What follows belongs to an exercise in optimizing a design on an open flow for small area, a short achievable clock period and few clock cycles; a production flow would make more cautious choices.
In this exercise RTL edits were held to simulation tests only and were not proved equivalent to the original.
Power is estimated from default activity; no workload was simulated.

`design.v`:
```
package cache_geom_pkg;
    localparam int WORD_W          = 32;
    localparam int WORDS_PER_BLOCK = 4;
    localparam int OFFSET_W     = 2;
    localparam int BLOCK_ADDR_W = 28;     
    localparam int TAG_W        = BLOCK_ADDR_W;
    localparam int BLOCK_W = WORDS_PER_BLOCK * WORD_W;
endpackage
`timescale 1ns/1ps
module cache_tag_store
(
    input  logic                              clk,
    input  logic                              proc_reset,
    input  logic [cache_geom_pkg::TAG_W-1:0]  addr_tag,
    input  logic                              tag_we,
    input  logic                              read_n,       
    output logic [3:0]                        match,        
    output logic [3:0]                        match_rd      
);
    localparam int TAG_W = cache_geom_pkg::TAG_W;
    localparam int NG    = TAG_W / 4;     
    logic             valid;
    logic             invalid;
    logic [TAG_W-1:0] tag;
    logic [TAG_W-1:0] eq;
    logic [NG-1:0]    ne;
    always_ff @(posedge clk)
    begin
        if (proc_reset)
        begin
            valid <= 1'b0;
        end
        else if (tag_we)
        begin
            valid <= 1'b1;
        end
    end
    always_ff @(posedge clk)
    begin
        if (tag_we)
        begin
            tag <= addr_tag;
        end
    end
    assign invalid = !valid;
    for (genvar i = 0; i < TAG_W; i++)
    begin : g_eq
        cache_gate_xnor2 u_eq (.a(addr_tag[i]), .b(tag[i]), .y(eq[i]));
    end
    for (genvar j = 0; j < NG; j++)
    begin : g_ne
        cache_gate_nand4 u_ne (.a(eq[4*j]), .b(eq[4*j+1]), .c(eq[4*j+2]), .d(eq[4*j+3]), .y(ne[j]));
    end
    cache_gate_nor2 u_m0 (.a(ne[0]), .b(ne[1]), .y(match[0]));
    cache_gate_nor2 u_m1 (.a(ne[2]), .b(ne[3]), .y(match[1]));
    cache_gate_nor2 u_m2 (.a(ne[4]), .b(ne[5]), .y(match[2]));
    cache_gate_nor2 u_m3 (.a(ne[6]), .b(invalid), .y(match[3]));
    assign match_rd[2:0] = match[2:0];
    cache_gate_nor3 u_m3_rd (.a(ne[6]), .b(invalid), .c(read_n), .y(match_rd[3]));
endmodule
module cache_gate_xnor2 (input logic a, input logic b, output logic y);
    assign y = !(a ^ b);
endmodule
module cache_gate_nand4 (input logic a, input logic b, input logic c, input logic d, output logic y);
    assign y = !(a && b && c && d);
endmodule
module cache_gate_nor2 (input logic a, input logic b, output logic y);
    assign y = !(a || b);
endmodule
module cache_gate_nor3 (input logic a, input logic b, input logic c, output logic y);
    assign y = !(a || b || c);
endmodule
module cache_gate_a41oi (input logic [3:0] a, input logic b, output logic y);
    assign y = !((&a) || b);
endmodule
module cache_gate_nand4v (input logic [3:0] a, output logic y);
    assign y = !(&a);
endmodule
module cache_gate_nand3 (input logic a, input logic b, input logic c, output logic y);
    assign y = !(a && b && c);
endmodule
module cache_gate_inv (input logic a, output logic y);
    assign y = !a;
endmodule
`timescale 1ns/1ps
module cache_data_store
(
    input  logic                                 clk,
    input  logic [cache_geom_pkg::OFFSET_W-1:0]  addr_offset,
    input  logic                                 proc_write,
    input  logic [cache_geom_pkg::WORD_W-1:0]    wdata,
    input  logic                                 fill_we,
    input  logic [cache_geom_pkg::BLOCK_W-1:0]   fill_block,
    output logic [cache_geom_pkg::BLOCK_W-1:0]   line_block
);
    localparam int W = cache_geom_pkg::WORD_W;
    always_ff @(posedge clk)
    begin
        for (int k = 0; k < cache_geom_pkg::WORDS_PER_BLOCK; k++)
        begin
            if (proc_write && addr_offset == k)
            begin
                line_block[k*W +: W] <= wdata;
            end
            else if (fill_we)
            begin
                line_block[k*W +: W] <= fill_block[k*W +: W];
            end
        end
    end
endmodule
`timescale 1ns/1ps
module cache_controller
(
    input  logic                                     clk,
    input  logic                                     proc_reset,
    input  logic                                     proc_read,
    input  logic                                     proc_write,
    input  logic [cache_geom_pkg::OFFSET_W-1:0]      addr_offset,
    input  logic [3:0]                               match,
    input  logic [3:0]                               match_rd,
    output logic                                     read_n,
    input  logic [cache_geom_pkg::BLOCK_W-1:0]       line_block,
    input  logic [cache_geom_pkg::BLOCK_W-1:0]       mem_rdata,
    input  logic                                     mem_ready,
    output logic                                     fill_we,
    output logic [cache_geom_pkg::WORD_W-1:0]        proc_rdata,
    output logic                                     proc_stall,
    output logic                                     mem_read,
    output logic                                     mem_write,
    output logic [cache_geom_pkg::BLOCK_W-1:0]       mem_wdata
);
    localparam int W = cache_geom_pkg::WORD_W;
    logic line_merged;
    logic hit_n;
    logic req_n;
    logic done_wr;     
    assign read_n  = !proc_read;
    assign req_n   = !(proc_read || proc_write);
    assign done_wr = line_merged && mem_ready;
    cache_gate_nand4v u_hit_n (.a(match), .y(hit_n));
    assign fill_we = mem_ready && hit_n;
    cache_gate_a41oi u_mem_read (.a(match), .b(req_n), .y(mem_read));
    assign mem_write = line_merged;
    assign mem_wdata = line_block;
    always_ff @(posedge clk)
    begin
        if (proc_reset)
        begin
            line_merged <= 1'b0;
        end
        else
        begin
            line_merged <= proc_write && (!hit_n || mem_ready) && !done_wr;
        end
    end
    localparam int NS = 4;
    localparam int SW = W / NS;
    for (genvar sl = 0; sl < NS; sl++)
    begin : g_slice
        logic [cache_geom_pkg::WORDS_PER_BLOCK-1:0]    sel_line;
        logic [cache_geom_pkg::WORDS_PER_BLOCK-1:0]    sel_mem;
        logic [cache_geom_pkg::WORDS_PER_BLOCK*SW-1:0] line_part;
        logic [cache_geom_pkg::WORDS_PER_BLOCK*SW-1:0] mem_part;
        for (genvar k = 0; k < cache_geom_pkg::WORDS_PER_BLOCK; k++)
        begin : g_word
            assign line_part[k*SW +: SW] = line_block[k*W + sl*SW +: SW];
            assign mem_part[k*SW +: SW]  = mem_rdata[k*W + sl*SW +: SW];
        end
        cache_word_decode u_word_decode (
            .addr_offset (addr_offset),
            .mem_ready   (mem_ready),
            .sel_line    (sel_line),
            .sel_mem     (sel_mem)
        );
        cache_word_select #(.SW(SW)) u_word_select (
            .sel_line   (sel_line),
            .sel_mem    (sel_mem),
            .line_block (line_part),
            .mem_rdata  (mem_part),
            .word       (proc_rdata[sl*SW +: SW])
        );
    end
    logic done_mem;
    assign done_mem = mem_ready && (proc_read || line_merged);
    cache_gate_a41oi u_stall (.a(match_rd), .b(done_mem), .y(proc_stall));
endmodule
module cache_word_decode
(
    input  logic [cache_geom_pkg::OFFSET_W-1:0]         addr_offset,
    input  logic                                        mem_ready,
    output logic [cache_geom_pkg::WORDS_PER_BLOCK-1:0]  sel_line,
    output logic [cache_geom_pkg::WORDS_PER_BLOCK-1:0]  sel_mem
);
    logic [1:0] off_n;
    logic       ready_n;
    logic [cache_geom_pkg::WORDS_PER_BLOCK-1:0] sel_line_n;
    logic [cache_geom_pkg::WORDS_PER_BLOCK-1:0] sel_mem_n;
    cache_gate_inv u_off0_n  (.a(addr_offset[0]), .y(off_n[0]));
    cache_gate_inv u_off1_n  (.a(addr_offset[1]), .y(off_n[1]));
    cache_gate_inv u_ready_n (.a(mem_ready),      .y(ready_n));
    for (genvar k = 0; k < cache_geom_pkg::WORDS_PER_BLOCK; k++)
    begin : g_sel
        logic o1;
        logic o0;
        assign o1 = k[1] ? addr_offset[1] : off_n[1];
        assign o0 = k[0] ? addr_offset[0] : off_n[0];
        cache_gate_nand3 u_line_n (.a(ready_n),   .b(o1), .c(o0), .y(sel_line_n[k]));
        cache_gate_nand3 u_mem_n  (.a(mem_ready), .b(o1), .c(o0), .y(sel_mem_n[k]));
        cache_gate_inv   u_line   (.a(sel_line_n[k]), .y(sel_line[k]));
        cache_gate_inv   u_mem    (.a(sel_mem_n[k]),  .y(sel_mem[k]));
    end
endmodule
module cache_word_select
#(
    parameter int SW = 8
)
(
    input  logic [cache_geom_pkg::WORDS_PER_BLOCK-1:0]     sel_line,
    input  logic [cache_geom_pkg::WORDS_PER_BLOCK-1:0]     sel_mem,
    input  logic [cache_geom_pkg::WORDS_PER_BLOCK*SW-1:0]  line_block,
    input  logic [cache_geom_pkg::WORDS_PER_BLOCK*SW-1:0]  mem_rdata,
    output logic [SW-1:0]                                  word
);
    always_comb
    begin
        word = '0;
        for (int k = 0; k < cache_geom_pkg::WORDS_PER_BLOCK; k++)
        begin
            word = word
                 | ({SW{sel_line[k]}} & line_block[k*SW +: SW])
                 | ({SW{sel_mem[k]}} & mem_rdata[k*SW +: SW]);
        end
    end
endmodule
`timescale 1ns/1ps
module cache_top
(
    input  logic                    clk,
    input  logic                    proc_reset,
    input  logic                    proc_read,
    input  logic                    proc_write,
    input  logic [29:0]             proc_addr,
    input  logic [cache_geom_pkg::WORD_W-1:0]       proc_wdata,
    output logic [cache_geom_pkg::WORD_W-1:0]       proc_rdata,
    output logic                    proc_stall,
    output logic                    mem_read,
    output logic                    mem_write,
    output logic [cache_geom_pkg::BLOCK_ADDR_W-1:0] mem_addr,
    output logic [cache_geom_pkg::BLOCK_W-1:0]      mem_wdata,
    input  logic [cache_geom_pkg::BLOCK_W-1:0]      mem_rdata,
    input  logic                    mem_ready
);
    logic [cache_geom_pkg::TAG_W-1:0]    addr_tag;
    logic [cache_geom_pkg::OFFSET_W-1:0] addr_offset;
    logic [3:0]         match;
    logic [3:0]         match_rd;
    logic               read_n;
    logic               fill_we;
    logic [cache_geom_pkg::BLOCK_W-1:0] line_block;
    assign {addr_tag, addr_offset} = proc_addr;
    assign mem_addr = addr_tag;
    cache_tag_store u_tag_store (
        .clk        (clk),
        .proc_reset (proc_reset),
        .addr_tag   (addr_tag),
        .tag_we     (fill_we),
        .read_n     (read_n),
        .match      (match),
        .match_rd   (match_rd)
    );
    cache_data_store u_data_store (
        .clk         (clk),
        .addr_offset (addr_offset),
        .proc_write  (proc_write),
        .wdata       (proc_wdata),
        .fill_we     (fill_we),
        .fill_block  (mem_rdata),
        .line_block  (line_block)
    );
    cache_controller u_controller (
        .clk         (clk),
        .proc_reset  (proc_reset),
        .proc_read   (proc_read),
        .proc_write  (proc_write),
        .addr_offset (addr_offset),
        .match       (match),
        .match_rd    (match_rd),
        .read_n      (read_n),
        .line_block  (line_block),
        .mem_rdata   (mem_rdata),
        .mem_ready   (mem_ready),
        .fill_we     (fill_we),
        .proc_rdata  (proc_rdata),
        .proc_stall  (proc_stall),
        .mem_read    (mem_read),
        .mem_write   (mem_write),
        .mem_wdata   (mem_wdata)
    );
endmodule
```
`flow/run.sh`:
```
#!/bin/bash
# standard layout, with plain buf_1 cells as the port buffers
set -euo pipefail
bash standard.sh finish BUFFER_PORTS_ARGS="-buffer_cell sky130_fd_sc_hd__buf_1" > standard_flow.log 2>&1
```
`standard.sh`:
```
#!/bin/bash
# synth_recipe.tcl (not shown) runs the flow's synth.tcl, then flattens the netlist and writes it again
# the make line also repeats each setting of config.mk as NAME=value (left out here)
make -C /OpenROAD-flow-scripts/flow DESIGN_CONFIG=/design/flow/config.mk WORK_HOME=/design/flow/orfs CLKGATE_MAP_FILE= SYNTH_SCRIPT=/design/flow/synth_recipe.tcl "${@:-finish}"
```
`config.mk`:
```
export PLATFORM = sky130hd
export DESIGN_NAME = cache_top
export DESIGN_NICKNAME = cache_top
export VERILOG_FILES = /design/flow/design.v
export SDC_FILE = /design/flow/constraint.sdc
export NUM_CORES = 4
export LEC_CHECK = 0
export CAP_MARGIN = 20
export CORE_MARGIN = 2
export CORE_UTILIZATION = 45
export CTS_BUF_LIST = sky130_fd_sc_hd__clkbuf_4 sky130_fd_sc_hd__clkbuf_8
export SETUP_SLACK_MARGIN = 2.5
export SLEW_MARGIN = 20
export SYNTH_HIERARCHICAL = 1
```
`constraint.sdc`:
```
create_clock -name core_clock -period 6.0 [get_ports {clk}]
set_input_delay 1.2000 -clock core_clock [delete_from_list [all_inputs] [get_ports {clk}]]
set_output_delay 1.2000 -clock core_clock [all_outputs]
set_load 0.01 [all_outputs]
```
==> results.py, run 1 <==
metrics = {
    "outcome": {
        "outcome": "complete, no violations",
    },
    "cells_and_area": {
        "area.growth.synth_to_final_pct": 12.7,
        "diodes": 0,
        "nets": 1197,
        "drive_above_1_share": 0.298,
    },
    "clock_network": {
        "htree_levels": 4,
        "clock_sinks": 158,
        "cts_tree": "done",
        "path_clk_slew_ns": 0.09,
        "insertion_delay_ns": 0.46,
        "postCtsHoldBufs": 0,
        "clock-root-buffer": "clkbuf_8",
        "numCtsBuffers": 17,
        "clock_path_buffers": 2,
    },
    "timing": {
        "finalHoldViolCount": 0,
        "tns_ns": 0,
        "worst_pin_slew_ns": 0.733,
        "finalSetupViolations": 0,
        "final-max-slew-violation-count": 0,
        "timing.final.crit_share": 0.593,
        "grt_setup_unrepaired": "yes",
        "slew_headroom": 0.511,
        "clock_skew_ns": 0.0152,
        "fmax_ghz": 0.281,
        "period_needed_ns": 3.56,
    },
    "detailed_routing": {
        "avgViaCountPerCell": 5.64,
        "drc": 0,
        "drtPass1Iterations": 5,
        "wl_met2_mm": 14.8,
        "top_layer_used": "met4",
        "wl_met3_mm": 2.25,
        "vias": 7275,
        "routed_wl_mm": 29.4,
        "wl_met1_mm": 11.6,
        "ant_nets": 0,
        "initialDrtViolationCount": 492,
        "drt-wirelength-per-cell_um": 22.8,
    },
    "placement": {
        "gp_congestion": 0.925,
        "portBuffers": 385,
        "place_hpwl_mm": 20.2,
    },
    "synth": {
        "yosys-top-cells-area": "edfxtp_1 (48%), mux2_2 (14%), buf_4 (13%)",
        "syn_area_um2": 9800,
        "yosysWarnings": 10,
        "synth_nets": 979,
        "synthCells": 784,
        "synth.top_cell.area_share": 0.478,
        "synth_top_area_cell": "edfxtp_1",
        "synth.avg_cell_area_um2": 12.5,
        "ys_types": 26,
        "synth_seq_cells": 158,
        "seq_area_frac_synth": 0.482,
    },
    "power_and_ir_drop": {
        "ir_worst_vdd_uv": 134,
        "leakage_nw": 3.69,
        "p_total_mw": 2.84,
        "powerDensity_nw_per_um2": 257,
    },
    "flow_run": {
        "maxCapViolCount": 0,
    },
    "worst_setup_path": {
        "crit_end": "proc_rdata[16]",
        "worstPathRequired_ns": 4.80,
        "crit_path_max_fanout": 8,
        "crit_path_start_kind": "input pin",
        "crit_path_start": "mem_ready",
        "crit_arrival_ns": 2.36,
        "path_common_cell": "buf_12",
        "end_kind": "output port",
        "reg2reg_depth": 6,
        "crit_type": "input pin to output port",
        "cp.buffers_inverters": 5,
        "worstReg2RegEnd": "u_data_store.line_block[12]",
        "path_depth": 8,
        "path_cells": "buf_12 -> buf_12 -> inv_8 -> nand3_4 -> clkinvlp_4 -> a22oi_2 -> nand4_1 -> buf_2",
        "cp_slowest_cell": "clkinvlp_4",
        "crit_family": "buffers and inverters",
        "r2r-start": "u_tag_store.tag[27]",
        "reg2reg_slack_ns": 3.46,
        "slowest_delay_ns": 0.24,
    },
    "die": {
        "die_area_um2": 23000,
        "die_w_um": 152,
        "dieHeight_um": 152,
        "fp-row-count": 53,
        "core_area_um2": 21200,
        "io_pins": 386,
        "initial_core_util": 0.462,
    },
    "global_routing": {
        "grt_max_degree": 34,
        "overflow": 0,
        "grt_pass1_wl_mm": 41.2,
        "antenna_found_initial": 0,
        "grt_use_total": 0.244,
        "grt_pass1_vias": 7348,
    },
    "hold_path": {
        "hold_path_class": "register to register",
    },
}
-- per-stage QoR --
stage / worst slack [ns] / util / hold WS, ns / instances / area [um^2]
3_5_place_dp: 1.68 / 0.474 / 0.469 / 1249 / 10100
3_3_place_gp: 1.70 / 0.474 / 0.459 / 1249 / 10100
6_report: 2.44 / 0.521 / 0.484 / 1290 / 11100
4_1_cts: 2.46 / 0.510 / 0.491 / 1288 / 10800
5_1_grt: 2.39 / 0.521 / 0.526 / 1290 / 11100
2_1_floorplan: 2.62 / - / 0.449 / 784 / 9800
-- worst reg2reg max path, cell delays in order, from the launching register on --
cell      delay [ns]
edfxtp_1        0.39
xnor2_1         0.14
nand4_1         0.13
nor2_1          0.08
nand4_1         0.11
and2_2          0.64
or2_4           0.68
-- worst min path at each step --
stage	startpoint	end	cells past startpoint
detailed placement	u_tag_store.valid	u_tag_store.valid	1
global placement	u_tag_store.valid	u_tag_store.valid	1
CTS	u_tag_store.valid	u_tag_store.valid	1
floorplan	u_tag_store.valid	u_tag_store.valid	1
finish	u_tag_store.valid	u_tag_store.valid	1
global route	u_tag_store.valid	u_tag_store.valid	1
-- cell type report --
class | instances | area [um^2]
multi-input cells | 377 | 3580
repair buffers | 402 | 1760
well taps | 275 | 344
flip-flops and latches | 158 | 4720
fillers | 1969 | 10200
inverters | 46 | 224
clock inverters | 15 | 191
clock buffers | 17 | 234
-- cells in the final DEF (no fill, tap or decap), types with 2 or more instances in the layout --
cell type     n
nand3_4       3
xnor2_1      28
buf_1       361
bufinv_16     2
dfxtp_1       2
a41oi_2       2
mux2_1        2
nand2b_4      3
buf_12        5
edfxtp_1    156
nor2_1        3
nand3_2       8
buf_2        18
mux2_2      126
nand4_1      40
buf_16        3
a22oi_1      83
buf_4        10
a22oi_2      45
inv_6         7
nor2_2        2
clkinv_8      2
clkinvlp_4    7
clkbuf_2      3
clkbuf_8     17
inv_4        10
nand3_1      22
inv_2        16
inv_1        14
inv_8         3
nand3b_2      2
-- synth_stat cells (all sizes together) --
| cell type | count |
|---|---|
| edfxtp | 156 |
| or2 | 1 |
| inv | 46 |
| nand4 | 40 |
| o21a | 1 |
| xnor2 | 28 |
| nand3 | 33 |
| nand2b | 3 |
| o21ba | 1 |
| a41oi | 2 |
| nand3b | 2 |
| nor3 | 1 |
| buf | 203 |
| a22oi | 128 |
| and2 | 1 |
| dfxtp | 2 |
| nor2 | 5 |
| nor3b | 2 |
| mux2 | 129 |
-- per-module statistics from Yosys (local to each module, per instance), a selection --
module,copies in the design,cells,area [um^2],flops+latches
cache_gate_xnor2,28,1,8.76,0
cache_tag_store,1,34,897,29
cache_gate_nand4,7,1,6.26,0
cache_top,1,28,210,0
cache_gate_nand3,32,1,5.00,0
cache_data_store,1,276,5470,128
cache_controller,1,135,1030,1
cache_gate_inv,44,1,3.75,0
cache_gate_a41oi,2,1,16.3,0
cache_gate_nor3,1,1,10.0,0
cache_gate_nand4v,1,1,6.26,0
cache_gate_nor2,4,1,3.75,0
-- cells by family after synthesis --
group	Yosys count	synth area share
buffers and inverters	249	0.181
flip-flops	158	0.482
AO/OA/AOI/OAI	132	0.109
multiplexers	129	0.149
AND/OR/NAND/NOR	88	0.0546
XOR/XNOR	28	0.0250
-- what timing repair did --
item	4_1_cts	5_1_grt
endpoints found under the setup margin	64	109
cloned	2	1
pin swaps	16	5
gates resized for setup	92	53
hold endpoints to repair	0	0
setup buffers	5	1
-- registers in the layout (all words and copies together), names as in the netlist --
signal / cells
u_tag_store.tag: 28
u_controller.line_merged: 1
u_tag_store.valid: 1
u_data_store.line_block: 128
-- report_power, final --
group / switching (mW) / leakage (nW) / total (mW) / internal (mW)
Combinational: 0.330 / 1.92 / 0.553 / 0.224
Sequential: 0.0765 / 1.56 / 1.42 / 1.35
Clock: 0.477 / 0.208 / 0.869 / 0.392
-- layer usage --
metal / vias to the layer above / GRT usage
met1: 3553 / 0.290
met5: - / 0
met2: 418 / 0.428
li1: 3249 / -
met4: 0 / 0.0991
met3: 55 / 0.0530
Testbench counts, summed over its fixed seeds: cycles 62,883.
==> run 2, diff against run 1 <==
--- a/config.mk
+++ b/config.mk
@@ -9,6 +9,6 @@
 export CORE_MARGIN = 2
 export CORE_UTILIZATION = 45
 export CTS_BUF_LIST = sky130_fd_sc_hd__clkbuf_4 sky130_fd_sc_hd__clkbuf_8
-export SETUP_SLACK_MARGIN = 2.5
+export SETUP_SLACK_MARGIN = 2.8
 export SLEW_MARGIN = 20
 export SYNTH_HIERARCHICAL = 1
==> results.py, run 2 <==
metrics = {
    "timing": {
        "worst_pin_slew_ns": 0.742,
        "clock_skew_ns": 0.0125,
        "grt_setup_unrepaired": "yes",
        "whs_ns": 0.489,
        "slew_headroom": 0.505,
        "final-max-slew-violation-count": 0,
        "fmax_ghz": 0.292,
        "finalSetupViolations": 0,
        "tns_ns": 0,
        "finalHoldViolCount": 0,
        "timing.final.crit_share": 0.571,
        "period_needed_ns": 3.43,
    },
    "placement": {
        "dp.cells": 1248,
        "gp_congestion": 0.891,
        "portBuffers": 385,
        "place_hpwl_mm": 20.5,
    },
    "power_and_ir_drop": {
        "combinationalPowerShare": 0.219,
        "p_clk_frac": 0.266,
        "power.switching_mw": 0.875,
        "swShare": 0.316,
        "sequentialPowerShare": 0.515,
        "ir_worst_vdd_uv": 134,
        "p_int_mw": 1.90,
        "leakage_nw": 3.98,
        "powerDensity_nw_per_um2": 238,
    },
    "global_routing": {
        "grt_max_degree": 34,
        "overflow": 0,
        "antenna_found_initial": 1,
        "grt_use_total": 0.249,
        "grt_pass1_vias": 7307,
        "grt_pass1_wl_mm": 41.8,
    },
    "worst_setup_path": {
        "crit_family": "buffers and inverters",
        "crit_type": "input pin to output port",
        "crit_path_start_kind": "input pin",
        "cp_slowest_cell": "buf_2",
        "worstPathRequired_ns": 4.80,
        "slowest_delay_ns": 0.17,
        "crit_arrival_ns": 2.23,
        "end_kind": "output port",
        "path_cells": "buf_12 -> buf_16 -> clkinvlp_4 -> nand3_2 -> inv_4 -> a22oi_2 -> nand4_1 -> buf_2",
        "cp.buffers_inverters": 5,
        "crit_path_max_fanout": 8,
    },
    "die": {
        "initial_core_util": 0.462,
        "dieHeight_um": 152,
        "fp-row-count": 53,
        "die_area_um2": 23000,
        "core_area_um2": 21200,
        "die_w_um": 152,
        "io_pins": 386,
    },
    "detailed_routing": {
        "routed_wl_mm": 30.1,
        "drc": 0,
        "vias": 7253,
        "initialDrtViolationCount": 288,
        "avgViaCountPerCell": 5.64,
        "drt-wirelength-per-cell_um": 23.4,
        "drtPass1Iterations": 7,
        "ant_nets": 0,
    },
    "synth": {
        "yosys-top-cells-area": "edfxtp_1 (48%), mux2_2 (14%), buf_4 (13%)",
        "synth.most_common_cell": "buf_4",
        "synth.avg_cell_area_um2": 12.5,
        "synth.top_cell.area_share": 0.478,
        "seq_area_frac_synth": 0.482,
        "synth_seq_cells": 158,
        "yosys_most_used_dff": "edfxtp_1",
        "async_flop_share": 0,
        "yosysWarnings": 10,
        "ys_types": 26,
        "synthCells": 784,
        "synth_nets": 979,
        "synth_common_cells": "buf_4 (165), edfxtp_1 (156), mux2_2 (126)",
        "syn_area_um2": 9800,
        "synth_top_area_cell": "edfxtp_1",
        "synth_edf_count": 156,
    },
    "cells_and_area": {
        "area.growth.synth_to_final_pct": 18.9,
        "final_common_cell": "buf_1",
        "final_cell_mix": "buf_1 (320), edfxtp_1 (156), mux2_2 (126)",
        "stdcell_count": 1286,
        "final_core_util": 0.549,
        "largest_reg_flops": 128,
        "diodes": 0,
        "nets": 1193,
        "reg.largest.list": "u_data_store.line_block x128, u_tag_store.tag x28",
        "drive_above_1_share": 0.409,
        "regMostFlops": "u_data_store.line_block",
    },
    "outcome": {
        "outcome": "complete, no violations",
    },
    "clock_network": {
        "insertion_delay_ns": 0.45,
        "cts_tree": "done",
        "htree_levels": 4,
        "clock_sinks": 158,
        "numCtsBuffers": 17,
        "postCtsHoldBufs": 0,
        "path_clk_slew_ns": 0.09,
        "clock_path_buffers": 2,
        "clock-root-buffer": "clkbuf_8",
    },
    "flow_run": {
        "maxCapViolCount": 0,
    },
    "hold_path": {
        "hold_path_class": "register to register",
    },
}
-- run 2: area by class of cell --
class / count / area [um^2]
Tap cell: 275 / 344
Sequential cell: 158 / 4720
Multi-Input combinational cell: 377 / 4030
Clock buffer: 17 / 234
Clock inverter: 15 / 114
Timing Repair Buffer: 398 / 1920
Fill cell: 1907 / 9560
Inverter: 46 / 293
-- run 2: path summary, 6_finish.rpt --
| check | depth (start not counted) | endpoint | slack, ns | start |
|---|---|---|---|---|
| worst max-delay path | 8 | proc_rdata[22] | 2.57 | proc_addr[0] |
| worst min-delay path | 1 | u_tag_store.valid | 0.49 | u_tag_store.valid |
| worst max register to register | 6 | u_data_store.line_block[106] | 3.40 | u_tag_store.tag[27] |
| worst min register to register | 1 | u_tag_store.valid | 0.49 | u_tag_store.valid |
-- run 2: through the flow --
stage	total power, mW	instance area (um^2)	worst slack (ns)
after floorplan	1.83	9810	2.92
after global placement	1.95	10100	1.66
after detailed placement	1.95	10100	1.67
after CTS	2.77	11400	2.59
after global routing	2.88	11700	2.50
final	2.77	11700	2.57
-- run 2: power by group through the flow --
stage          Sequential, mW  Combinational, mW  Clock (mW)
2_1_floorplan            1.41              0.425           0
3_3_place_gp             1.44              0.509           0
3_5_place_dp             1.44              0.512           0
4_1_cts                  1.42              0.590       0.757
5_1_grt                  1.44              0.654       0.793
6_report                 1.43              0.608       0.737
-- run 2: kinds of logic after synthesis --
kind of cell	Yosys count	share of synthesized area
mux	129	0.149
simple gates	88	0.0546
buf+inv	249	0.181
flops	158	0.482
compound gates	132	0.109
xor+xnor	28	0.0250
-- run 2: routing by layer --
metal | track usage | wire (um)
met5 | 0 | 11
met1 | 0.295 | 11700
met3 | 0.0668 | 2690
met4 | 0.0898 | 701
met2 | 0.436 | 15000
-- run 2: what timing repair did --
item,4_1_cts,5_1_grt
buffers inserted,2,0
setup endpoints to repair,162,34
pin swaps,59,39
resized for setup,283,58
cloned,4,0
-- run 2: worst reg2reg max path, cell delays in order (launching register included) --
cell and delay [ns]:
edfxtp_1 0.42, xnor2_2 0.15, nand4_1 0.16, nor2_2 0.06, nand4_1 0.11, and2_2 0.64, nand2b_4 0.67
-- run 2: modules after synthesis, one instance, submodules excluded, excerpt --
module	flip-flops and latches	cells inside	copies in the design	cell area (um^2)
cache_gate_nor3	0	1	1	10.0
cache_gate_inv	0	1	44	3.75
cache_top	0	28	1	210
cache_gate_nor2	0	1	4	3.75
cache_tag_store	29	34	1	897
cache_gate_nand4v	0	1	1	6.26
cache_gate_a41oi	0	1	2	16.3
cache_data_store	128	276	1	5470
cache_gate_nand3	0	1	32	5.00
cache_gate_xnor2	0	1	28	8.76
cache_controller	1	135	1	1030
==> run 3, diff against run 2 <==
==> flow/run.sh (replaced) <==
#!/bin/bash
# standard layout, with plain buf_1 cells as the port buffers, and slow
# low-power inverters and buffer-pairs kept out of timing repair
set -euo pipefail
W=$(pwd)
PLAT_DONT_USE=$(make -s -C "$FLOW_HOME" DESIGN_CONFIG="$W/config.mk" WORK_HOME="$W/orfs" print-DONT_USE_CELLS | sed -n 's/^DONT_USE_CELLS: *//p')
EXTRA="sky130_fd_sc_hd__clkinvlp_2 sky130_fd_sc_hd__clkinvlp_4 sky130_fd_sc_hd__bufbuf_8 sky130_fd_sc_hd__bufbuf_16 sky130_fd_sc_hd__clkdlybuf4s15_1 sky130_fd_sc_hd__clkdlybuf4s15_2 sky130_fd_sc_hd__clkdlybuf4s18_1 sky130_fd_sc_hd__clkdlybuf4s18_2 sky130_fd_sc_hd__clkdlybuf4s25_1 sky130_fd_sc_hd__clkdlybuf4s25_2 sky130_fd_sc_hd__clkdlybuf4s50_1 sky130_fd_sc_hd__clkdlybuf4s50_2"
echo "DONT_USE_CELLS=$PLAT_DONT_USE $EXTRA" > dont_use.log
bash standard.sh finish DONT_USE_CELLS="$PLAT_DONT_USE $EXTRA" BUFFER_PORTS_ARGS="-buffer_cell sky130_fd_sc_hd__buf_1" > standard_flow.log 2>&1
--- a/config.mk
+++ b/config.mk
@@ -7,8 +7,8 @@
 export LEC_CHECK = 0
 export CAP_MARGIN = 20
 export CORE_MARGIN = 2
-export CORE_UTILIZATION = 45
+export CORE_UTILIZATION = 65
 export CTS_BUF_LIST = sky130_fd_sc_hd__clkbuf_4 sky130_fd_sc_hd__clkbuf_8
-export SETUP_SLACK_MARGIN = 2.8
+export SETUP_SLACK_MARGIN = 2.5
 export SLEW_MARGIN = 20
 export SYNTH_HIERARCHICAL = 1
==> results.py, run 3 <==
metrics = {
    "cells_and_area": {
        "largest_reg_flops": 128,
        "regMostFlops": "u_data_store.line_block",
        "area.growth.synth_to_final_pct": 6.08,
        "final_core_util": 0.712,
        "final_cell_mix": "buf_1 (378), edfxtp_1 (156), mux2_2 (126)",
        "final_common_cell": "buf_1",
        "nets": 1184,
        "reg.largest.list": "u_data_store.line_block x128, u_tag_store.tag x28",
        "final_area_um2": 10400,
        "drive_above_1_share": 0.235,
    },
    "worst_setup_path": {
        "reg2reg_slack_ns": 3.35,
        "worstReg2RegEnd": "u_data_store.line_block[3]",
        "crit_path_start_kind": "input pin",
        "reg2reg_depth": 6,
        "worstPathRequired_ns": 4.80,
        "crit_type": "input pin to output port",
        "cp_slowest_cell": "a22oi_1",
        "slowest_delay_ns": 0.20,
        "r2r-start": "u_tag_store.tag[27]",
        "path_cells": "buf_8 -> inv_1 -> nand3_1 -> inv_2 -> a22oi_1 -> nand4_1 -> buf_1",
        "end_kind": "output port",
        "crit_arrival_ns": 2.28,
        "crit_path_max_fanout": 23,
    },
    "die": {
        "die_area_um2": 16100,
        "fp-row-count": 44,
        "dieHeight_um": 127,
        "initial_core_util": 0.671,
        "io_pins": 386,
        "die_w_um": 127,
        "core_area_um2": 14600,
    },
    "synth": {
        "synth.avg_cell_area_um2": 12.5,
        "synth.top_cell.area_share": 0.477,
        "synth_edf_count": 156,
        "yosysWarnings": 10,
        "synthCells": 784,
        "seq_area_frac_synth": 0.481,
        "synth_common_cells": "buf_4 (165), edfxtp_1 (156), mux2_2 (126)",
        "synth_top_area_cell": "edfxtp_1",
        "ys_types": 26,
        "async_flop_share": 0,
        "synth_nets": 979,
        "yosys-top-cells-area": "edfxtp_1 (48%), mux2_2 (14%), buf_4 (13%)",
        "syn_area_um2": 9830,
        "synth.most_common_cell": "buf_4",
        "yosys_most_used_dff": "edfxtp_1",
        "synth_seq_cells": 158,
    },
    "timing": {
        "fmax_ghz": 0.288,
        "slew_headroom": 0.227,
        "finalHoldViolCount": 0,
        "grt_setup_unrepaired": "yes",
        "final-max-slew-violation-count": 0,
        "worst_pin_slew_ns": 1.16,
        "period_needed_ns": 3.48,
        "tns_ns": 0,
        "timing.final.crit_share": 0.579,
        "finalSetupViolations": 0,
        "clock_skew_ns": 0.0112,
    },
    "hold_path": {
        "min_from": "u_tag_store.valid",
        "hold_end": "u_tag_store.valid",
        "min_delay_path_depth": 1,
        "hold_path_class": "register to register",
    },
    "power_and_ir_drop": {
        "p_int_mw": 1.91,
        "leakage_nw": 3.54,
        "ir_worst_vdd_uv": 151,
        "powerDensity_nw_per_um2": 261,
        "p_total_mw": 2.73,
        "power.switching_mw": 0.811,
        "p_clk_frac": 0.286,
        "swShare": 0.297,
        "sequentialPowerShare": 0.521,
        "combinationalPowerShare": 0.192,
    },
    "placement": {
        "gp_congestion": 0.951,
        "place_hpwl_mm": 21.1,
        "dpl_cell_area_um2": 9900,
        "portBuffers": 385,
    },
    "clock_network": {
        "clock-root-buffer": "clkbuf_8",
        "htree_levels": 4,
        "clock_sinks": 158,
        "insertion_delay_ns": 0.45,
        "postCtsSetupRepairBufs": 0,
        "path_clk_slew_ns": 0.08,
        "cts_tree": "done",
        "clock_path_buffers": 2,
        "numCtsBuffers": 17,
    },
    "detailed_routing": {
        "drc": 0,
        "vias": 7512,
        "drtPass1Iterations": 9,
        "initialDrtViolationCount": 661,
        "ant_nets": 0,
        "drt-wirelength-per-cell_um": 24.0,
        "avgViaCountPerCell": 6.33,
        "routed_wl_mm": 28.4,
    },
    "global_routing": {
        "grt_pass1_vias": 7560,
        "grt_max_degree": 34,
        "antenna_found_initial": 0,
        "overflow": 0,
        "grt_pass1_wl_mm": 41.9,
        "grt_use_total": 0.343,
    },
    "flow_run": {
        "maxCapViolCount": 0,
    },
    "outcome": {
        "outcome": "complete, no violations",
    },
}
==> run 3: worst max path at each step <==
| stage | from | end | slack (ns) | cells after the start |
|---|---|---|---|---|
| after global placement | proc_addr[0] | proc_rdata[6] | 1.68 | 7 |
| after global routing | mem_ready | proc_rdata[8] | 2.39 | 7 |
| after floorplan | proc_addr[29] | u_data_store.line_block[100] | 2.62 | 6 |
| after detailed placement | proc_addr[0] | proc_rdata[6] | 1.60 | 7 |
| after CTS | mem_ready | proc_rdata[21] | 2.52 | 7 |
| final | mem_ready | proc_rdata[8] | 2.52 | 7 |
==> run 3: metal layers <==
metal | vias up | global-route usage | wire length (um)
met5 | - | 0 | 0
met4 | 0 | 0.173 | 1220
met3 | 104 | 0.0801 | 2670
met2 | 556 | 0.599 | 14600
met1 | 3633 | 0.397 | 9970
li1 | 3219 | - | -
==> run 3: power by group through the flow <==
stage	combinational [mW]	sequential, mW	clock, mW
after floorplan	0.426	1.41	0
after global placement	0.497	1.44	0
after detailed placement	0.508	1.44	0
after CTS	0.513	1.42	0.789
after global routing	0.560	1.43	0.827
final	0.524	1.42	0.781
==> run 3: final cells by class <==
class | instances | area, um^2
diodes | 1 | 2.50
clock buffers | 17 | 234
clock inverters | 15 | 145
fillers | 1115 | 4220
inverters | 46 | 175
multi-input cells | 377 | 3410
flip-flops and latches | 158 | 4720
well taps | 184 | 230
repair buffers | 389 | 1510
==> run 3: repair_timing <==
item	4_1_cts	5_1_grt
setup endpoints to repair	207	160
pin swaps	1	4
hold buffers	0	0
resized for setup	26	41
==> run 3: kinds of logic after synthesis <==
logic type,synth area share
AND/OR/NAND/NOR,0.0545
multiplexers,0.148
AO/OA/AOI/OAI,0.109
XOR/XNOR,0.0250
buffers and inverters,0.183
flip-flops,0.481
==> run 3: critical path: cells and delay by family <==
family	cells	cell delay, ns
compound gates	1	0.20
buf+inv	4	0.55
simple gates	2	0.30
==> run 3: modules after synthesis (local to each module, per instance), excerpt <==
module	cell area [um^2]	copies in the design
cache_data_store	5470	1
cache_tag_store	897	1
cache_top	210	1
cache_gate_a41oi	16.3	2
cache_gate_nor3	10.0	1
cache_gate_xnor2	8.76	28
cache_gate_nand4	6.26	7
cache_gate_inv	3.75	44
==> run 3: per-stage QoR <==
step	std cells	hold WS, ns	worst slack, ns
floorplan	784	0.449	2.62
global placement	1154	0.460	1.68
detailed placement	1154	0.471	1.60
CTS	1186	0.489	2.52
global route	1186	0.529	2.39
finish	1187	0.488	2.52
==> run 4, diff against run 3 <==
--- a/config.mk
+++ b/config.mk
@@ -7,8 +7,8 @@
 export LEC_CHECK = 0
 export CAP_MARGIN = 20
 export CORE_MARGIN = 2
-export CORE_UTILIZATION = 65
+export CORE_UTILIZATION = 45
 export CTS_BUF_LIST = sky130_fd_sc_hd__clkbuf_4 sky130_fd_sc_hd__clkbuf_8
-export SETUP_SLACK_MARGIN = 2.5
+export SETUP_SLACK_MARGIN = 2.0
 export SLEW_MARGIN = 20
 export SYNTH_HIERARCHICAL = 1
==> results.py, run 4 <==
metrics = {
    "clock_network": {
        "cts_tree": "done",
        "insertion_delay_ns": 0.45,
        "htree_levels": 4,
        "numCtsBuffers": 17,
        "path_clk_slew_ns": 0.09,
        "postCtsSetupRepairBufs": 0,
        "clock_path_buffers": 2,
        "clock_sinks": 158,
        "clock-root-buffer": "clkbuf_8",
        "postCtsHoldBufs": 0,
    },
    "cells_and_area": {
        "largest_reg_flops": 128,
        "final_cell_mix": "buf_1 (384), edfxtp_1 (156), mux2_2 (126)",
        "diodes": 0,
        "nets": 1185,
        "final_common_cell": "buf_1",
        "area.growth.synth_to_final_pct": 6.15,
        "regMostFlops": "u_data_store.line_block",
        "stdcell_count": 1283,
        "final_core_util": 0.483,
        "drive_above_1_share": 0.188,
        "reg.largest.list": "u_data_store.line_block x128, u_tag_store.tag x28",
        "final_area_um2": 10400,
    },
    "detailed_routing": {
        "vias": 7085,
        "initialDrtViolationCount": 340,
        "avgViaCountPerCell": 5.52,
        "drc": 0,
        "drtPass1Iterations": 5,
        "routed_wl_mm": 28.5,
        "drt-wirelength-per-cell_um": 22.2,
        "ant_nets": 0,
    },
    "synth": {
        "synth_seq_cells": 158,
        "yosys-top-cells-area": "edfxtp_1 (48%), mux2_2 (14%), buf_4 (13%)",
        "seq_area_frac_synth": 0.481,
        "yosysWarnings": 10,
        "async_flop_share": 0,
        "ys_types": 26,
        "synthCells": 784,
        "synth.most_common_cell": "buf_4",
        "synth.avg_cell_area_um2": 12.5,
        "synth_edf_count": 156,
        "syn_area_um2": 9830,
        "synth.top_cell.area_share": 0.477,
        "yosys_most_used_dff": "edfxtp_1",
        "synth_common_cells": "buf_4 (165), edfxtp_1 (156), mux2_2 (126)",
        "synth_top_area_cell": "edfxtp_1",
        "synth_nets": 979,
    },
    "power_and_ir_drop": {
        "leakage_nw": 3.55,
        "p_int_mw": 1.88,
        "ir_worst_vdd_uv": 137,
        "power.switching_mw": 0.836,
        "powerDensity_nw_per_um2": 260,
        "p_clk_frac": 0.291,
        "p_total_mw": 2.71,
        "sequentialPowerShare": 0.520,
        "swShare": 0.308,
        "combinationalPowerShare": 0.189,
    },
    "timing": {
        "period_needed_ns": 3.83,
        "slew_headroom": 0.288,
        "setup_ws_ns": 2.17,
        "tns_ns": 0,
        "whs_ns": 0.490,
        "worst_pin_slew_ns": 1.07,
        "grt_setup_unrepaired": "no",
        "final-max-slew-violation-count": 0,
        "timing.final.crit_share": 0.639,
        "fmax_ghz": 0.261,
        "finalHoldViolCount": 0,
        "finalSetupViolations": 0,
        "clock_skew_ns": 0.0134,
    },
    "global_routing": {
        "overflow": 0,
        "grt_max_degree": 34,
        "grt_use_total": 0.236,
        "antenna_found_initial": 0,
        "grt_pass1_vias": 7075,
        "grt_pass1_wl_mm": 40.3,
    },
    "worst_setup_path": {
        "crit_arrival_ns": 2.63,
        "worstPathRequired_ns": 4.80,
        "crit_path_start_kind": "input pin",
        "crit_path_max_fanout": 24,
        "path_cells": "buf_2 -> inv_1 -> nand3_1 -> inv_1 -> a22oi_1 -> nand4_1 -> buf_1",
        "cp.buffers_inverters": 4,
        "crit_family": "buffers and inverters",
        "cp_slowest_cell": "buf_2",
        "slowest_delay_ns": 0.40,
        "path_common_cell": "inv_1",
        "crit_type": "input pin to output port",
        "end_kind": "output port",
    },
    "die": {
        "die_area_um2": 23000,
        "initial_core_util": 0.455,
        "dieHeight_um": 152,
        "die_w_um": 152,
        "io_pins": 386,
        "fp-row-count": 54,
        "core_area_um2": 21600,
    },
    "placement": {
        "gp_congestion": 0.886,
        "dp.cells": 1250,
        "pre_cts_ws_ns": 1.48,
        "dpl_cell_area_um2": 10000,
        "place_hpwl_mm": 20.3,
        "portBuffers": 385,
    },
    "hold_path": {
        "hold_path_class": "register to register",
    },
    "flow_run": {
        "maxCapViolCount": 0,
    },
    "outcome": {
        "outcome": "complete, no violations",
    },
}
[run 4: cell counts after synthesis]
Identical to the previous run, type by type.
[run 4: worst register-to-register path: stages, from the launching register on]
cell and delay [ns]:
edfxtp_1 0.39, xnor2_1 0.18, nand4_1 0.18, nor2_1 0.30, nand4_1 0.15, and2_2 0.46
nand2b_2 0.83
[run 4: path summary, 6_finish.rpt]
check	from	to	slack [ns]	depth (start not counted)
min reg2reg	u_tag_store.valid	u_tag_store.valid	0.49	1
min	u_tag_store.valid	u_tag_store.valid	0.49	1
max reg2reg	u_tag_store.tag[15]	u_data_store.line_block[79]	3.02	6
max	proc_addr[0]	proc_rdata[31]	2.17	7
[run 4: what timing repair did]
action                                  CTS  global route
gates cloned                              0             0
endpoints found under the setup margin   32             3
pin swaps                                 0             0
resized for setup                         3             2
[run 4: per-layer routing]
metal,wire length (um),up-vias,track usage
met5,0,-,0
met4,557,0,0.0713
met3,2140,41,0.0551
met2,14200,358,0.409
met1,11600,3461,0.294
li1,-,3225,-
[run 4: cell type report]
type / count / area, um^2
clock inverter: 15 / 136
multi-input combinational: 377 / 3320
clock buffer: 17 / 234
fill: 2069 / 11200
inverter: 46 / 173
tap: 280 / 350
sequential: 158 / 4720
timing repair buffer: 390 / 1500
[run 4: power by group through the flow]
stage / sequential (mW) / clock (mW) / combinational [mW]
after floorplan: 1.41 / 0 / 0.426
after global placement: 1.43 / 0 / 0.505
after detailed placement: 1.44 / 0 / 0.511
after CTS: 1.41 / 0.806 / 0.513
after global routing: 1.42 / 0.840 / 0.559
final: 1.41 / 0.789 / 0.512
[run 4: Yosys stat by module, one instance, submodules excluded, excerpt]
module,cells,flip-flops and latches
cache_data_store,276,128
cache_controller,135,1
cache_tag_store,34,29
cache_top,28,0
cache_gate_a41oi,1,0
cache_gate_nor3,1,0
cache_gate_xnor2,1,0
cache_gate_nand4,1,0
cache_gate_nand4v,1,0
cache_gate_nand3,1,0
cache_gate_inv,1,0
cache_gate_nor2,1,0
[run 4: logic make-up (layout without fill, tap and decap cells)]
group,Yosys count,after routing,synth area share
compound gates,132,132,0.109
mux,129,129,0.148
buf+inv,249,468,0.183
flops,158,158,0.481
xor+xnor,28,28,0.0250
simple gates,88,88,0.0545
==> run 5, diff against run 4 <==
--- a/config.mk
+++ b/config.mk
@@ -9,6 +9,6 @@
 export CORE_MARGIN = 2
 export CORE_UTILIZATION = 45
 export CTS_BUF_LIST = sky130_fd_sc_hd__clkbuf_4 sky130_fd_sc_hd__clkbuf_8
-export SETUP_SLACK_MARGIN = 2.0
+export SETUP_SLACK_MARGIN = 2.6
 export SLEW_MARGIN = 20
 export SYNTH_HIERARCHICAL = 1
==> results.py, run 5 <==
metrics = {
    "power_and_ir_drop": {
        "p_total_mw": 2.73,
        "powerDensity_nw_per_um2": 256,
        "ir_worst_vdd_uv": 134,
        "leakage_nw": 3.55,
    },
    "outcome": {
        "outcome": "complete, no violations",
    },
    "detailed_routing": {
        "avgViaCountPerCell": 5.56,
        "drc": 0,
        "routed_wl_mm": 28.7,
        "vias": 7130,
        "drtPass1Iterations": 5,
        "drt-wirelength-per-cell_um": 22.4,
        "initialDrtViolationCount": 315,
        "ant_nets": 0,
    },
    "clock_network": {
        "clock-root-buffer": "clkbuf_8",
        "insertion_delay_ns": 0.46,
        "clock_path_buffers": 2,
        "postCtsHoldBufs": 0,
        "cts_tree": "done",
        "numCtsBuffers": 17,
        "clock_sinks": 158,
        "htree_levels": 4,
        "path_clk_slew_ns": 0.09,
    },
    "worst_setup_path": {
        "reg2reg_depth": 7,
        "crit_path_start": "proc_addr[0]",
        "worstPathRequired_ns": 4.80,
        "worstReg2RegEnd": "u_data_store.line_block[117]",
        "crit_path_max_fanout": 24,
        "crit_arrival_ns": 2.20,
        "cp_slowest_cell": "nand3_1",
        "slowest_delay_ns": 0.17,
        "r2r-start": "u_tag_store.tag[13]",
        "crit_end": "proc_rdata[3]",
        "reg2reg_slack_ns": 3.28,
        "end_kind": "output port",
        "crit_path_start_kind": "input pin",
        "path_cells": "buf_12 -> inv_1 -> nand3_1 -> inv_4 -> a22oi_1 -> nand4_1 -> buf_1",
        "crit_type": "input pin to output port",
    },
    "synth": {
        "synth_common_cells": "buf_4 (165), edfxtp_1 (156), mux2_2 (126)",
        "syn_area_um2": 9830,
        "seq_area_frac_synth": 0.481,
        "async_flop_share": 0,
        "yosys-top-cells-area": "edfxtp_1 (48%), mux2_2 (14%), buf_4 (13%)",
        "synth.most_common_cell": "buf_4",
        "synth_nets": 979,
        "synth_top_area_cell": "edfxtp_1",
        "synthCells": 784,
        "yosys_most_used_dff": "edfxtp_1",
        "yosysWarnings": 10,
        "synth_seq_cells": 158,
        "synth.top_cell.area_share": 0.477,
        "ys_types": 26,
        "synth.avg_cell_area_um2": 12.5,
        "synth_edf_count": 156,
    },
    "cells_and_area": {
        "final_core_util": 0.493,
        "final_common_cell": "buf_1",
        "largest_reg_flops": 128,
        "drive_above_1_share": 0.255,
        "regMostFlops": "u_data_store.line_block",
        "final_cell_mix": "buf_1 (372), edfxtp_1 (156), mux2_2 (126)",
        "reg.largest.list": "u_data_store.line_block x128, u_tag_store.tag x28",
        "nets": 1185,
        "stdcell_count": 1283,
        "area.growth.synth_to_final_pct": 8.41,
        "diodes": 0,
        "fill_cells": 2068,
    },
    "die": {
        "die_w_um": 152,
        "initial_core_util": 0.455,
        "dieHeight_um": 152,
        "die_area_um2": 23000,
        "fp-row-count": 54,
        "core_area_um2": 21600,
        "io_pins": 386,
    },
    "global_routing": {
        "antenna_found_initial": 0,
        "grt_pass1_vias": 7088,
        "grt_pass1_wl_mm": 40.3,
        "grt_use_total": 0.236,
        "overflow": 0,
        "grt_max_degree": 34,
    },
    "flow_run": {
        "maxCapViolCount": 0,
    },
    "timing": {
        "setup_ws_ns": 2.60,
        "fmax_ghz": 0.294,
        "grt_setup_unrepaired": "yes",
        "final-max-slew-violation-count": 0,
        "slew_headroom": 0.273,
        "clock_skew_ns": 0.0151,
        "finalHoldViolCount": 0,
        "finalSetupViolations": 0,
        "tns_ns": 0,
        "period_needed_ns": 3.40,
        "timing.final.crit_share": 0.566,
        "worst_pin_slew_ns": 1.09,
    },
    "placement": {
        "pre_cts_ws_ns": 1.48,
        "place_hpwl_mm": 20.3,
        "dp.cells": 1250,
        "portBuffers": 385,
        "gp_congestion": 0.886,
    },
    "hold_path": {
        "hold_path_class": "register to register",
    },
}
==> run 5: cell counts after synthesis <==
Identical to the previous run, type by type.
==> run 5: critical path, delay by kind of cell <==
kind	cells	cell delay [ns]
buffers and inverters	4	0.62
and+or+nand+nor	2	0.27
AOI/OAI and AO/OA	1	0.10
==> run 5: layout make-up <==
cell class              instances  area, um^2  area share
clock buffers                  17         234      0.0220
clock inverters                15         136      0.0128
inverters                      46         220      0.0207
multi-input cells             377        3460       0.325
flip-flops and latches        158        4720       0.443
well taps                     280         350      0.0329
repair buffers                390        1530       0.144
==> run 5: repair_timing <==
item                                   CTS  global route
pin swaps                                1             7
setup endpoints to repair              191            66
gates cloned                             0             0
gates resized for setup                 51            58
endpoints found under the hold margin    0             0
setup buffers                            0             1
==> run 5: logic make-up after synthesis <==
family,after synthesis,synth area share
buffers and inverters,249,0.183
flip-flops,158,0.481
AO/OA/AOI/OAI,132,0.109
multiplexers,129,0.148
AND/OR/NAND/NOR,88,0.0545
XOR/XNOR,28,0.0250
==> run 5: metal layers <==
metal  share of wire  global-route usage  routed length, um
met1            0.41               0.295              11700
met2            0.50               0.408              14400
met3           0.073              0.0554               2090
met4           0.018              0.0718                522
met5               0                   0                  0
==> run 5: Yosys stat by module (local to each module, per instance), excerpt <==
module | flip-flops and latches | cells inside | cell area, um^2 | times used
cache_data_store | 128 | 276 | 5470 | 1
cache_gate_a41oi | 0 | 1 | 16.3 | 2
cache_gate_inv | 0 | 1 | 3.75 | 44
cache_gate_nand3 | 0 | 1 | 5.00 | 32
cache_gate_nor3 | 0 | 1 | 10.0 | 1
cache_gate_xnor2 | 0 | 1 | 8.76 | 28
cache_top | 0 | 28 | 210 | 1
==> run 5: how the worst min path moves through the flow <==
| stage | startpoint | cells past startpoint | endpoint | slack (ns) |
|---|---|---|---|---|
| finish | u_tag_store.valid | 1 | u_tag_store.valid | 0.49 |
| detailed placement | u_tag_store.valid | 1 | u_tag_store.valid | 0.47 |
| global placement | u_tag_store.valid | 1 | u_tag_store.valid | 0.46 |
| floorplan | u_tag_store.valid | 1 | u_tag_store.valid | 0.45 |
| global route | u_tag_store.valid | 1 | u_tag_store.valid | 0.53 |
| CTS | u_tag_store.valid | 1 | u_tag_store.valid | 0.49 |
==> run 5: power breakdown <==
part           switching (mW)  total [mW]  internal (mW)
Clock                   0.456       0.790          0.334
Sequential             0.0665        1.41           1.34
Combinational           0.324       0.530          0.205
==> run 5: per-stage QoR <==
step                hold slack, ns  instance area [um^2]
detailed placement           0.470                 10000
finish                       0.490                 10700
floorplan                    0.449                  9830
global placement             0.456                 10000
CTS                          0.494                 10500
global route                 0.525                 10700
==> run 6, diff against run 5 <==
--- a/config.mk
+++ b/config.mk
@@ -9,6 +9,6 @@
 export CORE_MARGIN = 2
 export CORE_UTILIZATION = 45
 export CTS_BUF_LIST = sky130_fd_sc_hd__clkbuf_4 sky130_fd_sc_hd__clkbuf_8
-export SETUP_SLACK_MARGIN = 2.6
+export SETUP_SLACK_MARGIN = 2.7
 export SLEW_MARGIN = 20
 export SYNTH_HIERARCHICAL = 1
==> results.py, run 6 <==
metrics = {
    "detailed_routing": {
        "vias": 7339,
        "initialDrtViolationCount": 424,
        "ant_nets": 0,
        "drc": 0,
        "drtPass1Iterations": 5,
        "avgViaCountPerCell": 5.66,
        "routed_wl_mm": 30.2,
        "drt-wirelength-per-cell_um": 23.2,
    },
    "timing": {
        "finalHoldViolCount": 0,
        "period_needed_ns": 3.33,
        "timing.final.crit_share": 0.555,
        "fmax_ghz": 0.300,
        "worst_pin_slew_ns": 1.07,
        "grt_setup_unrepaired": "yes",
        "slew_headroom": 0.284,
        "finalSetupViolations": 0,
        "clock_skew_ns": 0.0123,
        "final-max-slew-violation-count": 0,
        "tns_ns": 0,
    },
    "placement": {
        "place_hpwl_mm": 20.1,
        "portBuffers": 385,
        "dp.cells": 1252,
        "gp_congestion": 0.887,
    },
    "global_routing": {
        "grtUsageMet2": 0.409,
        "antenna_found_initial": 0,
        "busiest_layer": "met2",
        "grt_use_total": 0.244,
        "grt_max_degree": 34,
        "use_met3": 0.0599,
        "overflow": 0,
        "grt_pass1_wl_mm": 41.3,
        "grt_pass1_vias": 7334,
        "use_met1": 0.305,
    },
    "cells_and_area": {
        "largest_reg_flops": 128,
        "area.growth.synth_to_final_pct": 17.6,
        "diodes": 0,
        "final_common_cell": "buf_1",
        "drive_above_1_share": 0.385,
        "final_core_util": 0.535,
        "nets": 1199,
        "reg.largest.list": "u_data_store.line_block x128, u_tag_store.tag x28",
        "final_cell_mix": "buf_1 (336), edfxtp_1 (156), mux2_2 (126)",
        "stdcell_count": 1297,
        "regMostFlops": "u_data_store.line_block",
    },
    "worst_setup_path": {
        "reg2reg_depth": 7,
        "cp.buffers_inverters": 5,
        "cp_slowest_cell": "a22oi_2",
        "crit_arrival_ns": 2.13,
        "worstPathRequired_ns": 4.80,
        "crit_path_start_kind": "input pin",
        "crit_path_max_fanout": 8,
        "reg2reg_slack_ns": 3.28,
        "r2r-start": "u_tag_store.tag[18]",
        "crit_family": "buffers and inverters",
        "path_common_cell": "inv_8",
        "worstReg2RegEnd": "u_data_store.line_block[112]",
        "end_kind": "output port",
        "crit_type": "input pin to output port",
        "slowest_delay_ns": 0.22,
        "path_cells": "buf_16 -> buf_12 -> inv_8 -> nand3_4 -> inv_8 -> a22oi_2 -> nand4_1 -> buf_2",
    },
    "hold_path": {
        "min_delay_path_depth": 1,
        "hold_end": "u_tag_store.valid",
        "hold_path_class": "register to register",
        "min_from": "u_tag_store.valid",
    },
    "synth": {
        "yosysWarnings": 10,
        "synth_seq_cells": 158,
        "synth_nets": 979,
        "synth_common_cells": "buf_4 (165), edfxtp_1 (156), mux2_2 (126)",
        "synthCells": 784,
        "yosys_most_used_dff": "edfxtp_1",
        "seq_area_frac_synth": 0.481,
        "synth.most_common_cell": "buf_4",
        "syn_area_um2": 9830,
        "async_flop_share": 0,
        "ys_types": 26,
        "synth_top_area_cell": "edfxtp_1",
        "synth.top_cell.area_share": 0.477,
        "yosys-top-cells-area": "edfxtp_1 (48%), mux2_2 (14%), buf_4 (13%)",
        "synth_edf_count": 156,
        "synth.avg_cell_area_um2": 12.5,
    },
    "flow_run": {
        "maxCapViolCount": 0,
    },
    "die": {
        "io_pins": 386,
        "core_area_um2": 21600,
        "die_w_um": 152,
        "fp-row-count": 54,
        "initial_core_util": 0.455,
        "dieHeight_um": 152,
        "die_area_um2": 23000,
    },
    "clock_network": {
        "postCtsHoldBufs": 0,
        "numCtsBuffers": 17,
        "clock_sinks": 158,
        "htree_levels": 4,
        "cts_tree": "done",
        "clock_path_buffers": 2,
        "clock-root-buffer": "clkbuf_8",
        "path_clk_slew_ns": 0.09,
        "insertion_delay_ns": 0.45,
    },
    "power_and_ir_drop": {
        "p_total_mw": 2.84,
        "ir_worst_vdd_uv": 131,
        "leakage_nw": 3.89,
        "powerDensity_nw_per_um2": 246,
    },
    "outcome": {
        "outcome": "complete, no violations",
    },
}
## run 6: cell counts after synthesis
Identical to the previous run, type by type.
## run 6: kinds of logic after synthesis
logic type / after synthesis / synth area share
compound gates: 132 / 0.109
xor+xnor: 28 / 0.0250
buf+inv: 249 / 0.183
flops: 158 / 0.481
mux: 129 / 0.148
simple gates: 88 / 0.0545
## run 6: worst max path at each step
stage / startpoint / end / slack, ns / depth (start not counted)
floorplan: proc_addr[24] / proc_stall / 2.92 / 5
global placement: proc_addr[0] / proc_rdata[31] / 1.55 / 7
detailed placement: proc_addr[0] / proc_rdata[31] / 1.52 / 7
CTS: proc_addr[1] / proc_rdata[31] / 2.60 / 7
global route: proc_addr[1] / proc_rdata[19] / 2.63 / 7
finish: proc_addr[1] / proc_rdata[31] / 2.67 / 8
## run 6: cell type report
type,count,area (um^2)
Fill cell,1930,10100
Sequential cell,158,4720
Multi-Input combinational cell,377,3940
Timing Repair Buffer,404,1840
Tap cell,280,350
Inverter,46,308
Clock buffer,17,234
Clock inverter,15,163
## run 6: worst register-to-register path, delay by kind of cell, from the launching register on
kind                   cells  cell delay [ns]
buffers and inverters      1             0.10
AND/OR/NAND/NOR            5             1.67
XOR/XNOR                   1             0.15
flip-flops                 1             0.42
## run 6: through the flow
stage	instance area (um^2)	hold slack (ns)	worst slack, ns
finish	11600	0.500	2.67
global route	11600	0.543	2.63
CTS	11000	0.496	2.60
detailed placement	10000	0.468	1.52
global placement	10000	0.455	1.55
floorplan	9840	0.449	2.92
## run 6: where the power goes
| group | total [mW] | internal, mW | switching (mW) |
|---|---|---|---|
| Clock | 0.825 | 0.378 | 0.446 |
| Sequential | 1.42 | 1.35 | 0.0750 |
| Combinational | 0.598 | 0.249 | 0.350 |
## run 6: what timing repair did
action | CTS | global route
gates resized for setup | 197 | 116
pin swaps | 16 | 30
gates cloned | 2 | 3
endpoints found under the setup margin | 174 | 36
buffers inserted | 2 | 6
## run 6: per-layer routing
| metal | vias up | routed length [um] |
|---|---|---|
| li1 | 3252 | - |
| met1 | 3635 | 12100 |
| met2 | 409 | 14900 |
| met3 | 43 | 2680 |
| met4 | 0 | 524 |
| met5 | - | 0 |
## run 6: per-module statistics from Yosys, one instance, submodules excluded, a selection
module | cells inside | copies in the design | area (um^2)
cache_gate_nand3 | 1 | 32 | 5.00
cache_gate_a41oi | 1 | 2 | 16.3
cache_data_store | 276 | 1 | 5470
cache_gate_nand4 | 1 | 7 | 6.26
cache_controller | 135 | 1 | 1030
cache_top | 28 | 1 | 210
cache_gate_inv | 1 | 44 | 3.75
cache_gate_nand4v | 1 | 1 | 6.26
cache_gate_xnor2 | 1 | 28 | 8.76
cache_tag_store | 34 | 1 | 897
==> run 7, diff against run 6 <==
--- a/config.mk
+++ b/config.mk
@@ -9,6 +9,8 @@
 export CORE_MARGIN = 2
 export CORE_UTILIZATION = 45
 export CTS_BUF_LIST = sky130_fd_sc_hd__clkbuf_4 sky130_fd_sc_hd__clkbuf_8
-export SETUP_SLACK_MARGIN = 2.7
+export CTS_CLUSTER_DIAMETER = 100
+export CTS_CLUSTER_SIZE = 30
+export SETUP_SLACK_MARGIN = 2.5
 export SLEW_MARGIN = 20
 export SYNTH_HIERARCHICAL = 1
==> results.py, run 7 <==
metrics = {
    "outcome": {
        "outcome": "complete, no violations",
    },
    "detailed_routing": {
        "routed_wl_mm": 28.5,
        "ant_nets": 0,
        "avgViaCountPerCell": 5.56,
        "drc": 0,
        "initialDrtViolationCount": 349,
        "drt-wirelength-per-cell_um": 22.2,
        "drtPass1Iterations": 5,
        "vias": 7131,
    },
    "worst_setup_path": {
        "path_common_cell": "buf_1",
        "crit_arrival_ns": 2.24,
        "cp.buffers_inverters": 2,
        "crit_type": "input pin to output port",
        "r2r-start": "u_tag_store.tag[24]",
        "reg2reg_slack_ns": 3.37,
        "reg2reg_depth": 6,
        "slowest_delay_ns": 0.24,
        "cp_slowest_cell": "nor2_2",
        "path_cells": "buf_1 -> xnor2_1 -> nand4_1 -> nor2_2 -> a41oi_2 -> buf_1",
        "worstPathRequired_ns": 4.80,
        "end_kind": "output port",
        "crit_path_max_fanout": 3,
        "crit_path_start_kind": "input pin",
        "worstReg2RegEnd": "u_data_store.line_block[95]",
        "crit_family": "simple AND/OR/NAND/NOR gates",
    },
    "clock_network": {
        "insertion_delay_ns": 0.45,
        "htree_levels": 4,
        "numCtsBuffers": 17,
        "clock-root-buffer": "clkbuf_8",
        "clock_sinks": 158,
        "path_clk_slew_ns": 0.09,
        "cts_tree": "done",
        "postCtsSetupRepairBufs": 0,
        "postCtsHoldBufs": 0,
        "clock_path_buffers": 2,
    },
    "timing": {
        "whs_ns": 0.490,
        "tns_ns": 0,
        "slew_headroom": 0.275,
        "finalHoldViolCount": 0,
        "clock_skew_ns": 0.0155,
        "final-max-slew-violation-count": 0,
        "period_needed_ns": 3.44,
        "finalSetupViolations": 0,
        "worst_pin_slew_ns": 1.09,
        "timing.final.crit_share": 0.573,
        "grt_setup_unrepaired": "no",
        "fmax_ghz": 0.291,
    },
    "global_routing": {
        "busiest_layer": "met2",
        "grt_max_degree": 34,
        "grt_pass1_vias": 7081,
        "use_met3": 0.0551,
        "grtUsageMet2": 0.408,
        "overflow": 0,
        "grt_pass1_wl_mm": 40.3,
        "antenna_found_initial": 0,
        "use_met1": 0.294,
        "grt_use_total": 0.236,
    },
    "synth": {
        "synth_top_area_cell": "edfxtp_1",
        "synth_nets": 979,
        "synth_seq_cells": 158,
        "synth.avg_cell_area_um2": 12.5,
        "synthMuxAreaShare": 0.148,
        "yosys_most_used_dff": "edfxtp_1",
        "yosysWarnings": 10,
        "seq_area_frac_synth": 0.481,
        "async_flop_share": 0,
        "synthCells": 784,
        "synth_top_family_by_area": "buffers and inverters",
        "synth.most_common_cell": "buf_4",
        "synth_compound_area_frac": 0.109,
        "synth_edf_count": 156,
        "syn_area_um2": 9830,
        "yosys.area_share.simple": 0.0545,
        "yosys-top-cells-area": "edfxtp_1 (48%), mux2_2 (14%), buf_4 (13%)",
        "synth.top_cell.area_share": 0.477,
        "synthAdderAreaFrac": 0,
        "ys_types": 26,
        "synth_common_cells": "buf_4 (165), edfxtp_1 (156), mux2_2 (126)",
        "synth_xor_area_frac": 0.0250,
    },
    "cells_and_area": {
        "regMostFlops": "u_data_store.line_block",
        "drive_above_1_share": 0.228,
        "reg.largest.list": "u_data_store.line_block x128, u_tag_store.tag x28",
        "diodes": 0,
        "area.growth.synth_to_final_pct": 6.77,
        "fill_cells": 2067,
        "final_cell_mix": "buf_1 (383), edfxtp_1 (156), mux2_2 (126)",
        "final_common_cell": "buf_1",
        "nets": 1184,
        "largest_reg_flops": 128,
    },
    "placement": {
        "gp_congestion": 0.886,
        "place_hpwl_mm": 20.3,
        "portBuffers": 385,
    },
    "die": {
        "die_area_um2": 23000,
        "initial_core_util": 0.455,
        "dieHeight_um": 152,
        "fp-row-count": 54,
        "core_area_um2": 21600,
        "io_pins": 386,
        "die_w_um": 152,
    },
    "power_and_ir_drop": {
        "swShare": 0.309,
        "power.switching_mw": 0.840,
        "ir_worst_vdd_uv": 134,
        "sequentialPowerShare": 0.519,
        "p_clk_frac": 0.290,
        "p_int_mw": 1.88,
        "p_total_mw": 2.72,
        "combinationalPowerShare": 0.191,
        "powerDensity_nw_per_um2": 259,
        "leakage_nw": 3.51,
    },
    "hold_path": {
        "hold_path_class": "register to register",
        "min_delay_path_depth": 1,
        "min_from": "u_tag_store.valid",
        "hold_end": "u_tag_store.valid",
    },
    "flow_run": {
        "maxCapViolCount": 0,
    },
}
-- run 7: layout make-up --
class                   instances  area (um^2)  share of cell area
inverters                      46          175              0.0167
repair buffers                389         1500               0.143
clock inverters                15          136              0.0130
multi-input cells             377         3370               0.321
flip-flops and latches        158         4720               0.450
clock buffers                  17          234              0.0223
well taps                     280          350              0.0334
-- run 7: routing by layer --
metal,vias up,part of all wire
met1,3520,0.41
met4,0,0.020
met2,347,0.50
met5,-,0
met3,41,0.072
li1,3223,-
-- run 7: worst max path at each step --
| stage | from | endpoint | depth (start not counted) |
|---|---|---|---|
| 2_1_floorplan | proc_addr[29] | u_data_store.line_block[100] | 6 |
| 4_1_cts | proc_addr[0] | proc_rdata[31] | 7 |
| 5_1_grt | proc_addr[0] | proc_rdata[12] | 7 |
| 6_report | proc_addr[17] | proc_stall | 6 |
| 3_5_place_dp | mem_ready | proc_rdata[31] | 7 |
| 3_3_place_gp | mem_ready | proc_rdata[31] | 7 |
-- run 7: through the flow --
| stage | area [um^2] | setup WS [ns] | cells | utilization |
|---|---|---|---|---|
| floorplan | 9830 | 2.62 | 784 | - |
| global placement | 10000 | 1.58 | 1250 | 0.464 |
| detailed placement | 10000 | 1.48 | 1250 | 0.464 |
| CTS | 10400 | 2.49 | 1282 | 0.483 |
| global route | 10500 | 2.49 | 1282 | 0.485 |
| finish | 10500 | 2.56 | 1282 | 0.485 |
-- run 7: cells by family after synthesis --
| logic type | after synthesis |
|---|---|
| xor+xnor | 28 |
| flops | 158 |
| simple gates | 88 |
| mux | 129 |
| buf+inv | 249 |
| compound gates | 132 |
-- run 7: Yosys stat by module (local to each module, per instance), excerpt --
module | flops+latches | copies in the design | cells | cell area (um^2)
cache_data_store | 128 | 1 | 276 | 5470
cache_controller | 1 | 1 | 135 | 1030
cache_tag_store | 29 | 1 | 34 | 897
cache_top | 0 | 1 | 28 | 210
cache_gate_a41oi | 0 | 2 | 1 | 16.3
cache_gate_nor3 | 0 | 1 | 1 | 10.0
cache_gate_xnor2 | 0 | 28 | 1 | 8.76
cache_gate_nand4v | 0 | 1 | 1 | 6.26
cache_gate_nand4 | 0 | 7 | 1 | 6.26
cache_gate_nand3 | 0 | 32 | 1 | 5.00
cache_gate_inv | 0 | 44 | 1 | 3.75
-- run 7: power by group through the flow --
stage          clock (mW)  combinational [mW]  sequential [mW]
6_report            0.790               0.518             1.41
5_1_grt             0.840               0.565             1.42
4_1_cts             0.806               0.516             1.41
3_5_place_dp            0               0.511             1.44
3_3_place_gp            0               0.505             1.43
2_1_floorplan           0               0.426             1.41
-- run 7: worst reg2reg max path: stages, from the launching register on --
cell	delay [ns]
edfxtp_1	0.40
xnor2_1	0.14
nand4_1	0.14
nor2_1	0.09
nand4_1	0.11
and2_2	0.68
nand2b_4	0.64
-- run 7: timing repair --
item,in CTS,in global routing
pin swaps,0,0
endpoints found under the hold margin,0,0
setup endpoints to repair,190,130
resized for setup,31,27

[port drivers added, routing unchanged]
How much do the figures lean on ideal ports? The routed layouts below were timed once more, with nothing changed but the port constraints.
Step 1 sets driving cells, clkbuf_16 on the clock port and buf_2 on the other inputs (assumed; they add their load-dependent delay and slew).
Step 2, shift: input delay + t, output delay - t, t = (earliest + latest rising clock arrival at the registers) / 2. This alone moves slack from input paths to output paths.
a / b / c = ideal / step 1 / step 2; a / b = the first two.
run	t (ns)	setup slack, ns	clock arrival spread, ns	cell pins on the clock port's net
run 1	0.492	2.443 / 2.368 / 2.368	0.016 / 0.016	1
run 2	0.490	2.574 / 2.474 / 2.474	0.016 / 0.016	1
run 3	0.487	2.524 / 2.437 / 2.434	0.011 / 0.011	1
run 4	0.491	2.167 / 2.109 / 2.024	0.021 / 0.021	1
run 5	0.490	2.602 / 2.513 / 2.340	0.018 / 0.019	1
run 6	0.490	2.669 / 2.510 / 2.318	0.014 / 0.014	1
run 7	0.491	2.564 / 2.489 / 2.393	0.023 / 0.023	1
After both steps setup and hold are still met in every run listed. The setup slack of run 6, which loses most, moves by -0.159 ns with the drivers and by -0.351 ns with both steps.
